Source: an optimization exercise on an open RTL-to-GDS flow (aim: small area, a short achievable clock period and few clock cycles). Production flows keep margins and buffers that such runs may drop.
The RTL was checked by simulation tests, not by an equivalence proof against the original design.

## flow/design.v (module list and top-level ports; edited modules follow where they fit)
// module h64mix_mul: 1806 lines
// module h64mix_fa: 10 lines
// module hash64_multiply_mix_64bit_words_top: 171 lines
module hash64_multiply_mix_64bit_words_top (
   input  wire logic        clock,
   input  wire logic        reset,
   input  wire logic        req_valid,
   output logic             req_stall,
   input  wire logic [63:0] req_key_word,
   input  wire logic [3:0]  req_word_bytes,
   input  wire logic        req_last_word,
   input  wire logic [30:0] req_total_length,
   output logic             rsp_valid,
   input  wire logic        rsp_stall,
   output logic [63:0]      rsp_hash_value,
   input  wire logic        csr_valid,
   output logic             csr_ready,
   input  wire logic [31:0] csr_hash_seed
);
  // ...
==> flow/run.sh <==
#!/bin/bash
# synth_recipe.tcl (not shown) runs the flow's synth.tcl, then flattens the netlist and writes it again
# the make line also repeats each setting of config.mk as NAME=value (left out here)
make -C /OpenROAD-flow-scripts/flow DESIGN_CONFIG=/design/flow/config.mk WORK_HOME=/design/flow/orfs CLKGATE_MAP_FILE= SYNTH_SCRIPT=/design/flow/synth_recipe.tcl finish
==> flow/config.mk <==
export PLATFORM = sky130hd
export DESIGN_NAME = hash64_multiply_mix_64bit_words_top
export DESIGN_NICKNAME = hash64_multiply_mix_64bit_words_top
export VERILOG_FILES = /design/flow/design.v
export SDC_FILE = /design/flow/constraint.sdc
export NUM_CORES = 4
export LEC_CHECK = 0
export CAP_MARGIN = 20
export CORE_MARGIN = 2
export CORE_UTILIZATION = 40
export SETUP_SLACK_MARGIN = 5
export SLEW_MARGIN = 20
export SYNTH_HIERARCHICAL = 1
==> flow/constraint.sdc <==
create_clock -name core_clock -period 12.0 [get_ports {clock}]
set_input_delay 2.4000 -clock core_clock [delete_from_list [all_inputs] [get_ports {clock}]]
set_output_delay 2.4000 -clock core_clock [all_outputs]
set_load 0.01 [all_outputs]
==> flow_summary.toml, run 1 <==
[run_status]
run_status = "complete, no violations"

[die]
initial_core_util_pct = 40.2
io_pins = 204

[drt]
detailedRoute.firstIterationViolations = 4503
dr.pass1.iters = 7

[setup_path]
setup.worst_path.class = "reg -> reg"
crit_family = "adder cells"
critical_path.cell_chain = "fa_1 > fa_1 > fa_1 > fa_1 > inv_1 > fa_1 > inv_1 > fa_1 > fa_1 > ha_1 > or2_2 > a21oi_2 > o31ai_4 > and3_1 > a31oi_2 > a21oi_1 > a311o_2 > mux2i_1 > nor2_1 > a21oi_2 > a211o_1 > a22oi_1"
cp_max_fo = 5
crit_buf_inv = 2
start_kind = "flip-flop"
r2r-end = "xc_ff[61]"

[sta]
hold_viol = 0
hold_ws_ns = 0.419
timing.final.ws_setup_ns = 5.10
finalSetupTns_ns = 0

[clock_network]
cts.clk_slew.worst_paths_ns = 0.07

[place]
dpl_cell_area_um2 = 74700

[yosys]
yosys-mux-area-fraction_pct = 2.07
synth.area.top_cells = "fa_1 (60%), edfxtp_1 (11%), ha_1 (4.5%)"
synth_xor_area_share_pct = 4.42
synth_fp_nets = 7878
synth_warnings = 7
synth_cell_types = 76
yosys.area_share.simple_pct = 5.73

[finish]
n_antenna_cell = 2
multi_input_area_share_pct = 73.2
sh_seq_area_pct = 10.9
nClkBuffers = 51
final_core_util_pct = 46.2
dominant_cells = "multi-input combinational cells"

[worst_hold_path]
hold_path_end = "tb_first_ff"

[global_route]
grt.total_usage_pct = 28.4
grt_use_met3_pct = 6.13

[job]
drv_cap = 0
Testbench counts, summed over its fixed seeds: cycles 9,166.
==> module hash64_multiply_mix_64bit_words_top, before the edit <==
module hash64_multiply_mix_64bit_words_top (
   input  wire logic        clock,
   input  wire logic        reset,
   input  wire logic        req_valid,
   output logic             req_stall,
   input  wire logic [63:0] req_key_word,
   input  wire logic [3:0]  req_word_bytes,
   input  wire logic        req_last_word,
   input  wire logic [30:0] req_total_length,
   output logic             rsp_valid,
   input  wire logic        rsp_stall,
   output logic [63:0]      rsp_hash_value,
   input  wire logic        csr_valid,
   output logic             csr_ready,
   input  wire logic [31:0] csr_hash_seed
);
   localparam logic [1:0] TA_NONE = 2'd0;
   localparam logic [1:0] TA_FULL = 2'd1;    
   localparam logic [1:0] TA_PART = 2'd2;    
   localparam logic [2:0] TB_NONE  = 3'd0;
   localparam logic [2:0] TB_K2    = 3'd1;
   localparam logic [2:0] TB_LFULL = 3'd2;   
   localparam logic [2:0] TB_LPART = 3'd3;   
   localparam logic [2:0] TB_LEMPT = 3'd4;   
   localparam logic [1:0] TC_NONE = 2'd0;
   localparam logic [1:0] TC_H    = 2'd1;    
   localparam logic [1:0] TC_HEND = 2'd2;    
   localparam logic [1:0] TC_RES  = 2'd3;    
   logic [1:0]  ta_ff;
   logic        ta_first_ff, ta_last_ff;
   logic [2:0]  tb_ff;
   logic        tb_first_ff, tb_last_ff;
   logic [1:0]  tc_ff;
   logic        key_open_ff;
   logic [63:0] xa_ff, xb_ff, xc_ff, hash_ff;
   logic [31:0] seed_ff;
   logic        rsp_valid_ff;
   logic [63:0] pa, pb, pc;
   h64mix_mul u_mul_a (.operand (xa_ff), .product (pa));
   h64mix_mul u_mul_b (.operand (xb_ff), .product (pb));
   h64mix_mul u_mul_c (.operand (xc_ff), .product (pc));
   function automatic logic [63:0] mix(input logic [63:0] v);
      mix = v ^ (v >> 47);
   endfunction
   logic [3:0]  nb;
   logic [63:0] mw;
   logic        w_full, w_empty, w_ends;
   assign nb      = (req_word_bytes > 4'd8) ? 4'd8 : req_word_bytes;
   assign w_full  = (nb == 4'd8);
   assign w_empty = (nb == 4'd0);
   assign w_ends  = req_last_word || !w_full;
   always_comb begin
      for (int i = 0; i < 8; i++) begin
         mw[i*8 +: 8] = (4'(i) < nb) ? req_key_word[i*8 +: 8] : 8'h00;
      end
   end
   logic freeze;      
   logic ok_full, ok_first_full, ok_later_short, ok_first_short, can_take, take;
   assign freeze = ((tc_ff == TC_RES) || (tb_ff == TB_LFULL)) && rsp_valid_ff && rsp_stall;
   assign ok_full        = 1'b1;
   assign ok_first_full  = (ta_ff != TA_FULL) && (tc_ff != TC_HEND) && (tb_ff != TB_LEMPT);
   assign ok_later_short = (ta_ff != TA_FULL);
   assign ok_first_short = (ta_ff == TA_NONE) && (tb_ff != TB_K2) && (tb_ff != TB_LPART);
   always_comb begin
      if (w_full) begin
         can_take = key_open_ff ? ok_full : ok_first_full;
      end else begin
         can_take = key_open_ff ? ok_later_short : ok_first_short;
      end
      can_take = can_take && !freeze;
   end
   assign req_stall = !can_take;
   assign take      = req_valid && can_take;
   logic [1:0]  ta_in;
   logic        ta_first_in, ta_last_in;
   logic [2:0]  tb_in;
   logic        tb_first_in, tb_last_in;
   logic [1:0]  tc_in;
   logic        key_open_in;
   logic [63:0] xb_in, xc_in;
   logic        produce;
   logic        end_mark;    
   assign end_mark = take && key_open_ff && w_empty;
   always_comb begin
      ta_in       = TA_NONE;
      ta_first_in = !key_open_ff;
      ta_last_in  = w_ends;
      key_open_in = key_open_ff;
      if (take) begin
         key_open_in = !w_ends;
         if (w_full) begin
            ta_in = TA_FULL;
         end else if (key_open_ff && !w_empty) begin
            ta_in = TA_PART;
         end
      end
      tb_in       = TB_NONE;
      tb_first_in = ta_first_ff;
      tb_last_in  = ta_last_ff;
      xb_in       = mix(pa);
      if (ta_ff == TA_FULL) begin
         tb_in = TB_K2;
      end else if (take && !key_open_ff) begin
         xb_in = 64'(req_total_length);
         tb_in = w_full ? TB_LFULL : (w_empty ? TB_LEMPT : TB_LPART);
      end
      tc_in = tc_ff;
      xc_in = xc_ff;
      if (tb_ff == TB_K2) begin
         xc_in = (tb_first_ff ? hash_ff : pc) ^ pb;
         tc_in = (tb_last_ff || end_mark) ? TC_HEND : TC_H;
      end else if (tb_ff == TB_LPART) begin
         xc_in = 64'(seed_ff) ^ pb ^ xa_ff;
         tc_in = TC_HEND;
      end else if (tb_ff == TB_LEMPT) begin
         xc_in = mix(64'(seed_ff) ^ pb);
         tc_in = TC_RES;
      end else if (ta_ff == TA_PART) begin
         xc_in = pc ^ xa_ff;
         tc_in = TC_HEND;
      end else if (tc_ff == TC_HEND) begin
         xc_in = mix(pc);
         tc_in = TC_RES;
      end else if (tc_ff == TC_RES) begin
         tc_in = TC_NONE;
      end else if (end_mark) begin
         tc_in = TC_HEND;
      end
      produce = (tc_ff == TC_RES);
   end
   always_ff @(posedge clock) begin
      if (reset) begin
         ta_ff        <= TA_NONE;
         tb_ff        <= TB_NONE;
         tc_ff        <= TC_NONE;
         key_open_ff  <= 1'b0;
         rsp_valid_ff <= 1'b0;
         seed_ff      <= '0;
      end else begin
         if (!freeze) begin
            ta_ff        <= ta_in;
            tb_ff        <= tb_in;
            tc_ff        <= tc_in;
            key_open_ff  <= key_open_in;
            rsp_valid_ff <= produce || (rsp_valid_ff && rsp_stall);
         end
         if (csr_valid) begin
            seed_ff <= csr_hash_seed;
         end
      end
   end
   always_ff @(posedge clock) begin
      if (!freeze) begin
         ta_first_ff <= ta_first_in;
         ta_last_ff  <= ta_last_in;
         tb_first_ff <= tb_first_in;
         tb_last_ff  <= tb_last_in;
         xa_ff       <= mw;
         xb_ff       <= xb_in;
         xc_ff       <= xc_in;
         if (produce) begin
            hash_ff <= mix(pc);
         end else if (tb_ff == TB_LFULL) begin
            hash_ff <= 64'(seed_ff) ^ pb;
         end
      end
   end
   assign csr_ready      = 1'b1;
   assign rsp_valid      = rsp_valid_ff;
   assign rsp_hash_value = hash_ff;
endmodule
==> run 2, diff against run 1 <==
--- a/flow/design.v
+++ b/flow/design.v
@@ -1,13 +1,14 @@
 `timescale 1ns / 1ps
 `default_nettype none
 module h64mix_mul (
    input  wire logic [63:0] operand,
-   output logic      [63:0] product
+   output logic      [63:0] product,
+   output logic      [63:0] product_mixed
 );
    wire c1 = operand[50] ^ operand[48];
    wire c2 = operand[50] & operand[48];
    wire c3, c4;
    h64mix_fa u_c3 (.a(operand[51]), .b(operand[49]), .c(operand[47]), .s(c3), .co(c4));
    wire c5, c6;
    h64mix_fa u_c5 (.a(operand[52]), .b(operand[50]), .c(operand[48]), .s(c5), .co(c6));
    wire c7, c8;
@@ -1800,16 +1801,80 @@
    assign product[56] = p0[56] ^ pg184;
    assign product[57] = p0[57] ^ pg185;
    assign product[58] = p0[58] ^ pg186;
    assign product[59] = p0[59] ^ pg187;
    assign product[60] = p0[60] ^ pg188;
    assign product[61] = p0[61] ^ pg189;
    assign product[62] = p0[62] ^ pg190;
    assign product[63] = p0[63] ^ pg191;
+   assign product_mixed[0] = (product[0] ^ p0[47]) ^ pg175;
+   assign product_mixed[1] = (product[1] ^ p0[48]) ^ pg176;
+   assign product_mixed[2] = (product[2] ^ p0[49]) ^ pg177;
+   assign product_mixed[3] = (product[3] ^ p0[50]) ^ pg178;
+   assign product_mixed[4] = (product[4] ^ p0[51]) ^ pg179;
+   assign product_mixed[5] = (product[5] ^ p0[52]) ^ pg180;
+   assign product_mixed[6] = (product[6] ^ p0[53]) ^ pg181;
+   assign product_mixed[7] = (product[7] ^ p0[54]) ^ pg182;
+   assign product_mixed[8] = (product[8] ^ p0[55]) ^ pg183;
+   assign product_mixed[9] = (product[9] ^ p0[56]) ^ pg184;
+   assign product_mixed[10] = (product[10] ^ p0[57]) ^ pg185;
+   assign product_mixed[11] = (product[11] ^ p0[58]) ^ pg186;
+   assign product_mixed[12] = (product[12] ^ p0[59]) ^ pg187;
+   assign product_mixed[13] = (product[13] ^ p0[60]) ^ pg188;
+   assign product_mixed[14] = (product[14] ^ p0[61]) ^ pg189;
+   assign product_mixed[15] = (product[15] ^ p0[62]) ^ pg190;
+   assign product_mixed[16] = (product[16] ^ p0[63]) ^ pg191;
+   assign product_mixed[17] = product[17];
+   assign product_mixed[18] = product[18];
+   assign product_mixed[19] = product[19];
+   assign product_mixed[20] = product[20];
+   assign product_mixed[21] = product[21];
+   assign product_mixed[22] = product[22];
+   assign product_mixed[23] = product[23];
+   assign product_mixed[24] = product[24];
+   assign product_mixed[25] = product[25];
+   assign product_mixed[26] = product[26];
+   assign product_mixed[27] = product[27];
+   assign product_mixed[28] = product[28];
+   assign product_mixed[29] = product[29];
+   assign product_mixed[30] = product[30];
+   assign product_mixed[31] = product[31];
+   assign product_mixed[32] = product[32];
+   assign product_mixed[33] = product[33];
+   assign product_mixed[34] = product[34];
+   assign product_mixed[35] = product[35];
+   assign product_mixed[36] = product[36];
+   assign product_mixed[37] = product[37];
+   assign product_mixed[38] = product[38];
+   assign product_mixed[39] = product[39];
+   assign product_mixed[40] = product[40];
+   assign product_mixed[41] = product[41];
+   assign product_mixed[42] = product[42];
+   assign product_mixed[43] = product[43];
+   assign product_mixed[44] = product[44];
+   assign product_mixed[45] = product[45];
+   assign product_mixed[46] = product[46];
+   assign product_mixed[47] = product[47];
+   assign product_mixed[48] = product[48];
+   assign product_mixed[49] = product[49];
+   assign product_mixed[50] = product[50];
+   assign product_mixed[51] = product[51];
+   assign product_mixed[52] = product[52];
+   assign product_mixed[53] = product[53];
+   assign product_mixed[54] = product[54];
+   assign product_mixed[55] = product[55];
+   assign product_mixed[56] = product[56];
+   assign product_mixed[57] = product[57];
+   assign product_mixed[58] = product[58];
+   assign product_mixed[59] = product[59];
+   assign product_mixed[60] = product[60];
+   assign product_mixed[61] = product[61];
+   assign product_mixed[62] = product[62];
+   assign product_mixed[63] = product[63];
 endmodule
 module h64mix_fa (
    input  wire logic a,
    input  wire logic b,
    input  wire logic c,
    output logic      s,
    output logic      co
 );
@@ -1851,23 +1916,21 @@
    logic        ta_first_ff, ta_last_ff;
    logic [2:0]  tb_ff;
    logic        tb_first_ff, tb_last_ff;
    logic [1:0]  tc_ff;
    logic        key_open_ff;
    logic [63:0] xa_ff, xb_ff, xc_ff, hash_ff;
    logic [31:0] seed_ff;
    logic        rsp_valid_ff;
-   logic [63:0] pa, pb, pc;
-   h64mix_mul u_mul_a (.operand (xa_ff), .product (pa));
-   h64mix_mul u_mul_b (.operand (xb_ff), .product (pb));
-   h64mix_mul u_mul_c (.operand (xc_ff), .product (pc));
-   function automatic logic [63:0] mix(input logic [63:0] v);
-      mix = v ^ (v >> 47);
-   endfunction
+   logic [63:0] pa, pb, pc;             
+   logic [63:0] pa_m, pb_m, pc_m;       
+   h64mix_mul u_mul_a (.operand (xa_ff), .product (pa), .product_mixed (pa_m));
+   h64mix_mul u_mul_b (.operand (xb_ff), .product (pb), .product_mixed (pb_m));
+   h64mix_mul u_mul_c (.operand (xc_ff), .product (pc), .product_mixed (pc_m));
    logic [3:0]  nb;
    logic [63:0] mw;
    logic        w_full, w_empty, w_ends;
    assign nb      = (req_word_bytes > 4'd8) ? 4'd8 : req_word_bytes;
    assign w_full  = (nb == 4'd8);
    assign w_empty = (nb == 4'd0);
    assign w_ends  = req_last_word || !w_full;
    always_comb begin
@@ -1913,39 +1976,39 @@
             ta_in = TA_FULL;
          end else if (key_open_ff && !w_empty) begin
             ta_in = TA_PART;
          end
       end
       tb_in       = TB_NONE;
       tb_first_in = ta_first_ff;
       tb_last_in  = ta_last_ff;
-      xb_in       = mix(pa);
+      xb_in       = pa_m;
       if (ta_ff == TA_FULL) begin
          tb_in = TB_K2;
       end else if (take && !key_open_ff) begin
          xb_in = 64'(req_total_length);
          tb_in = w_full ? TB_LFULL : (w_empty ? TB_LEMPT : TB_LPART);
       end
       tc_in = tc_ff;
       xc_in = xc_ff;
       if (tb_ff == TB_K2) begin
          xc_in = (tb_first_ff ? hash_ff : pc) ^ pb;
          tc_in = (tb_last_ff || end_mark) ? TC_HEND : TC_H;
       end else if (tb_ff == TB_LPART) begin
          xc_in = 64'(seed_ff) ^ pb ^ xa_ff;
          tc_in = TC_HEND;
       end else if (tb_ff == TB_LEMPT) begin
-         xc_in = mix(64'(seed_ff) ^ pb);
+         xc_in = 64'(seed_ff) ^ pb_m;    
          tc_in = TC_RES;
       end else if (ta_ff == TA_PART) begin
          xc_in = pc ^ xa_ff;
          tc_in = TC_HEND;
       end else if (tc_ff == TC_HEND) begin
-         xc_in = mix(pc);
+         xc_in = pc_m;
          tc_in = TC_RES;
       end else if (tc_ff == TC_RES) begin
          tc_in = TC_NONE;
       end else if (end_mark) begin
          tc_in = TC_HEND;
       end
       produce = (tc_ff == TC_RES);
    end
@@ -1975,17 +2038,17 @@
          ta_first_ff <= ta_first_in;
          ta_last_ff  <= ta_last_in;
          tb_first_ff <= tb_first_in;
          tb_last_ff  <= tb_last_in;
          xa_ff       <= mw;
          xb_ff       <= xb_in;
          xc_ff       <= xc_in;
          if (produce) begin
-            hash_ff <= mix(pc);
+            hash_ff <= pc_m;
          end else if (tb_ff == TB_LFULL) begin
             hash_ff <= 64'(seed_ff) ^ pb;
          end
       end
    end
    assign csr_ready      = 1'b1;
    assign rsp_valid      = rsp_valid_ff;
    assign rsp_hash_value = hash_ff;
==> flow_summary.toml, run 2 <==
[run_status]
run_status = "complete, no violations"

[finish]
fin_area_um2 = 78500
fin_nets = 8125
final_cell_mix = "fa_1 (2,053), inv_1 (708), edfxtp_1 (260), ha_1 (233), xnor2_1 (220)"
area_growth_pct = 11.8
drive_gt1_share_pct = 9.94
fill_cells = 15800
layout_commonest_cell = "fa_1"

[global_route]
overflow = 0
first_global_vias = 50700
grt_max_degree = 85
grt_pass1_wl_um = 355000
grt_antenna_before_repair = 6
grt.total_usage_pct = 27.9

[place]
dpl_cell_area_um2 = 74800
gp_congestion = 0.953
hpwl_um = 184000
io_buffer_count = 202

[die]
fp.coreArea_um2 = 174000
io_pins = 204
die_area_um2 = 179000
die_w_um = 423
initial_core_util_pct = 40.3
rows = 153
die_h_um = 423

[setup_path]
endpoint_kind = "output port"
cp_max_fo = 20
crit_family = "buffers and inverters"
arrival_ns = 4.57
critical_path.cell_chain = "clkdlybuf4s50_1 > buf_4 > inv_1 > a311oi_4 > or3_1 > clkdlybuf4s50_1"
slowest_delay_ns = 0.59
start_kind = "primary input"
crit_buf_inv = 4
required_ns = 9.60
cpMostUsedCell = "clkdlybuf4s50_1"
crit_slowest_cell = "clkdlybuf4s50_1"
setup.worst_path.class = "in -> out"

[sta]
setup_viol = 0
fmax_mhz = 143
rsz0062_at_grt = "yes"
hold_viol = 0
fin_crit_sh_pct = 58.1
worstMarginPinSlew_ns = 1.14
skew_ns = 0.0647
relSlewSlack_pct = 23.6
finalSetupTns_ns = 0
slew_viol_final = 0
finalCriticalPeriod_ns = 6.97

[drt]
vias_per_cell = 5.58
dr.pass1.iters = 5
wire_per_inst_um = 30.2
detail-route-antenna-nets = 0
drt_wl_total_um = 243000
detailedRoute.firstIterationViolations = 4003
drc = 0
vias = 44900

[clock_network]
cts_tree = "done"
cts.clk_slew.worst_paths_ns = 0.07
numCtsBuffers = 39
cts_hold_buffers = 0
cts_root_buf = "clkbuf_16"
cts_buffer_depth = 3
clk-insertion-delay-late_ns = 0.66
htree_num_levels = 2
numClockSinks = 301

[yosys]
postSynthAreaPerCell_um2 = 13.0
syn_inst = 5411
syn_area_um2 = 70200
synth_warnings = 7
synth_fp_nets = 7852

[job]
drv_cap = 0

[worst_hold_path]
hold_path_class = "reg -> reg"
## run 2: cell types whose count changed in the layout (fill, tap and decap cells not counted), moves of 20 or more
cell / delta
a211o_1: -20
a211oi_1: +55
a21oi_1: -29
buf_4: -72
mux2_2: +57
nand2_1: -133
nor2_1: +33
o211ai_1: +37
o21ai_0: -59
o21ai_1: +28
xor2_1: +52
## run 2: area by class of cell
type                            instances  area (µm²)  area share (%)
Antenna cell                            1        2.50         0.00319
Clock buffer                           47        1050            1.34
Clock inverter                         25         322           0.410
Inverter                              711        2670            3.41
Multi-Input combinational cell       4156       58100            74.0
Sequential cell                       301        8630            11.0
Tap cell                             2325        2910            3.71
Timing Repair Buffer                  475        4790            6.10
## run 2: stage by stage
stage                     setup slack [ns]  cells  util [%]  hold WS, ns
after CTS                             4.98   8002      44.4        0.435
final                                 5.03   8041      45.1        0.435
after global routing                  4.88   8040      45.1        0.452
after floorplan                       5.15   5411         -        0.400
after global placement                4.24   7846      43.0        0.404
after detailed placement              4.15   7846      43.0        0.422
## run 2: final timing paths
path                end  cells after the start  slack (ns)         startpoint
max           req_stall                      6        5.03  req_word_bytes[3]
min          tb_last_ff                      0        0.43         ta_last_ff
max reg2reg   xc_ff[11]                     21        5.10          xc_ff[51]
min reg2reg  tb_last_ff                      0        0.43         ta_last_ff
## run 2: repair_timing
action                                  CTS  global route
pin swaps                                 1            23
endpoints found under the setup margin   88            71
gates cloned                              0             1
setup buffers                            84            37
gates resized for setup                  65           228
## run 2: layer usage
metal	vias up	track usage, %	part of all wire (%)
met5	-	0	0.025
met4	8	15.9	7.1
met3	597	6.90	9.3
met2	2417	43.9	47
met1	24300	35.1	37
li1	17600	-	-
Testbench counts of run 2, summed over its fixed seeds: cycles 9,166.
==> run 3, diff against run 2 <==
--- a/flow/config.mk
+++ b/flow/config.mk
@@ -8,6 +8,7 @@
 export CAP_MARGIN = 20
 export CORE_MARGIN = 2
 export CORE_UTILIZATION = 40
+export CTS_BUF_LIST = sky130_fd_sc_hd__clkbuf_8
 export SETUP_SLACK_MARGIN = 5
 export SLEW_MARGIN = 20
 export SYNTH_HIERARCHICAL = 1
==> flow_summary.toml, run 3 <==
[die]
die_area_um2 = 179000
rows = 153
initial_core_util_pct = 40.3
die_h_um = 423
die_w_um = 423
fp.coreArea_um2 = 174000
io_pins = 204

[yosys]
postSynthAreaPerCell_um2 = 13.0
synth_warnings = 7
synth_fp_nets = 7852
syn_inst = 5411
syn_area_um2 = 70200

[setup_path]
required_ns = 12.46
cp_max_fo = 5
setup.worst_path.class = "reg -> reg"
rr_startpoint = "xc_ff[51]"
arrival_ns = 7.44
r2r-end = "xc_ff[56]"
start_kind = "flip-flop"
endpoint_kind = "flip-flop"
r2r_slack_ns = 5.02
r2r_cells = 20

[clock_network]
numCtsBuffers = 58
cts_tree = "done"
clk-insertion-delay-late_ns = 0.79
numClockSinks = 301
cts_buffer_depth = 3
cts_hold_buffers = 0
cts_root_buf = "clkbuf_8"
cts.clk_slew.worst_paths_ns = 0.07
htree_num_levels = 2

[global_route]
grt_max_degree = 85
overflow = 0
grt_pass1_wl_um = 355000
grt_antenna_before_repair = 4
first_global_vias = 50900
grt.total_usage_pct = 27.9

[run_status]
run_status = "complete, no violations"

[sta]
fin_crit_sh_pct = 58.2
worstMarginPinSlew_ns = 1.15
slew_viol_final = 0
relSlewSlack_pct = 23.1
skew_ns = 0.0713
setup_viol = 0
finalCriticalPeriod_ns = 6.98
fmax_mhz = 143
finalSetupTns_ns = 0
hold_viol = 0
rsz0062_at_grt = "yes"
timing.final.ws_setup_ns = 5.02

[place]
dp_slack_ns = 4.15
gp_congestion = 0.953
io_buffer_count = 202
dpl_cell_area_um2 = 74800
hpwl_um = 184000

[finish]
layout_commonest_cell = "fa_1"
area_growth_pct = 11.5
fin_nets = 8142
fin_area_um2 = 78300
fill_cells = 15800
register_area_um2 = 8630
drive_gt1_share_pct = 10.2
final_cell_mix = "fa_1 (2,052), inv_1 (728), edfxtp_1 (260), ha_1 (235), xnor2_1 (219)"
multi_input_area_um2 = 58100

[worst_hold_path]
min_from = "ta_last_ff"
hold_path_end = "tb_last_ff"
hold_path_class = "reg -> reg"
whs_path_depth = 0

[drt]
vias = 45000
drt_wl_total_um = 243000
wire_per_inst_um = 30.1
vias_per_cell = 5.56
detailedRoute.firstIterationViolations = 3921
detail-route-antenna-nets = 0
dr.pass1.iters = 5
drc = 0

[job]
drv_cap = 0
==> run 3: critical path, cell delays in order (launching register included) <==
cell      delay [ns]
edfxtp_1        0.55
fa_1            0.63
fa_1            0.45
fa_1            0.48
fa_1            0.40
fa_1            0.49
fa_1            0.54
fa_1            0.49
ha_4            0.34
and3_1          0.21
nand3_1         0.12
o211ai_1        0.28
o31ai_4         0.15
buf_4           0.17
a21boi_4        0.25
nor2_1          0.11
xnor2_2         0.41
xnor2_1         0.17
a211oi_1        0.09
a211oi_1        0.26
a21oi_1         0.07
==> run 3: how the worst max path moves through the flow <==
stage	from	to	slack, ns	depth (start not counted)
6_report	xc_ff[51]	xc_ff[56]	5.02	20
5_1_grt	xc_ff[49]	xc_ff[15]	4.81	25
4_1_cts	xc_ff[51]	xc_ff[60]	4.96	22
3_5_place_dp	xc_ff[6]	xc_ff[15]	4.15	23
3_3_place_gp	xc_ff[6]	xc_ff[15]	4.24	23
2_1_floorplan	xc_ff[3]	xc_ff[60]	5.15	22
==> run 3: metal layers <==
layer  vias up  global-route usage (%)  routed length, µm
li1      17600                       -                  -
met1     24200                    35.1              89300
met2      2501                    44.4             114000
met3       595                    6.85              23000
met4         4                    15.0              16600
met5         -                       0                 29
==> run 3: metrics by stage <==
step	cells	utilization (%)	hold slack, ns
4_1_cts	8043	44.3	0.423
6_report	8083	44.9	0.437
3_3_place_gp	7846	43.0	0.404
5_1_grt	8081	44.9	0.447
2_1_floorplan	5411	-	0.400
3_5_place_dp	7846	43.0	0.422
==> run 3: cell type report <==
| class | instances | area share [%] |
|---|---|---|
| Timing Repair Buffer | 473 | 6.13 |
| Tap cell | 2325 | 3.72 |
| Antenna cell | 7 | 0.0224 |
| Multi-Input combinational cell | 4156 | 74.2 |
| Clock buffer | 65 | 1.14 |
| Sequential cell | 301 | 11.0 |
| Inverter | 711 | 3.42 |
| Clock inverter | 45 | 0.355 |
==> run 3: repair_timing <==
item | in CTS | in global routing
setup endpoints to repair | 87 | 73
pin swaps | 2 | 18
gates resized for setup | 70 | 217
buffers inserted | 87 | 33

==> re-timing with driven ports <==
In the flow no input, the clock included, has a driving cell. The finished layouts below were timed again as built, in two steps.
Step 1 (the two cells are an assumption about what drives the block):
set clk [get_ports {clock}]
set_driving_cell -lib_cell sky130_fd_sc_hd__clkbuf_16 $clk
set_driving_cell -lib_cell sky130_fd_sc_hd__buf_2 [delete_from_list [all_inputs] $clk]
Step 2 times the ports against the registers' clock, not the clock port: input delays grow and output delays shrink by t, the midpoint of the rising clock arrivals with the driver on.
a / b / c = ideal / step 1 / step 2; a / b = the first two.
run | t, ns | slack for setup (ns) | worst hold slack (ns) | cell pins on the clock port's net
run 1 | 0.692 | 5.095 / 5.095 / 5.095 | 0.419 / 0.419 / 0.419 | 1
run 2 | 0.702 | 5.030 / 5.006 / 5.006 | 0.435 / 0.435 / 0.435 | 1
run 3 | 0.830 | 5.021 / 5.021 / 5.021 | 0.437 / 0.437 / 0.437 | 1
After both steps every run listed still meets setup and hold. For run 2, which loses most, drivers alone change the setup slack by -0.024 ns; drivers and shift together by -0.024 ns.
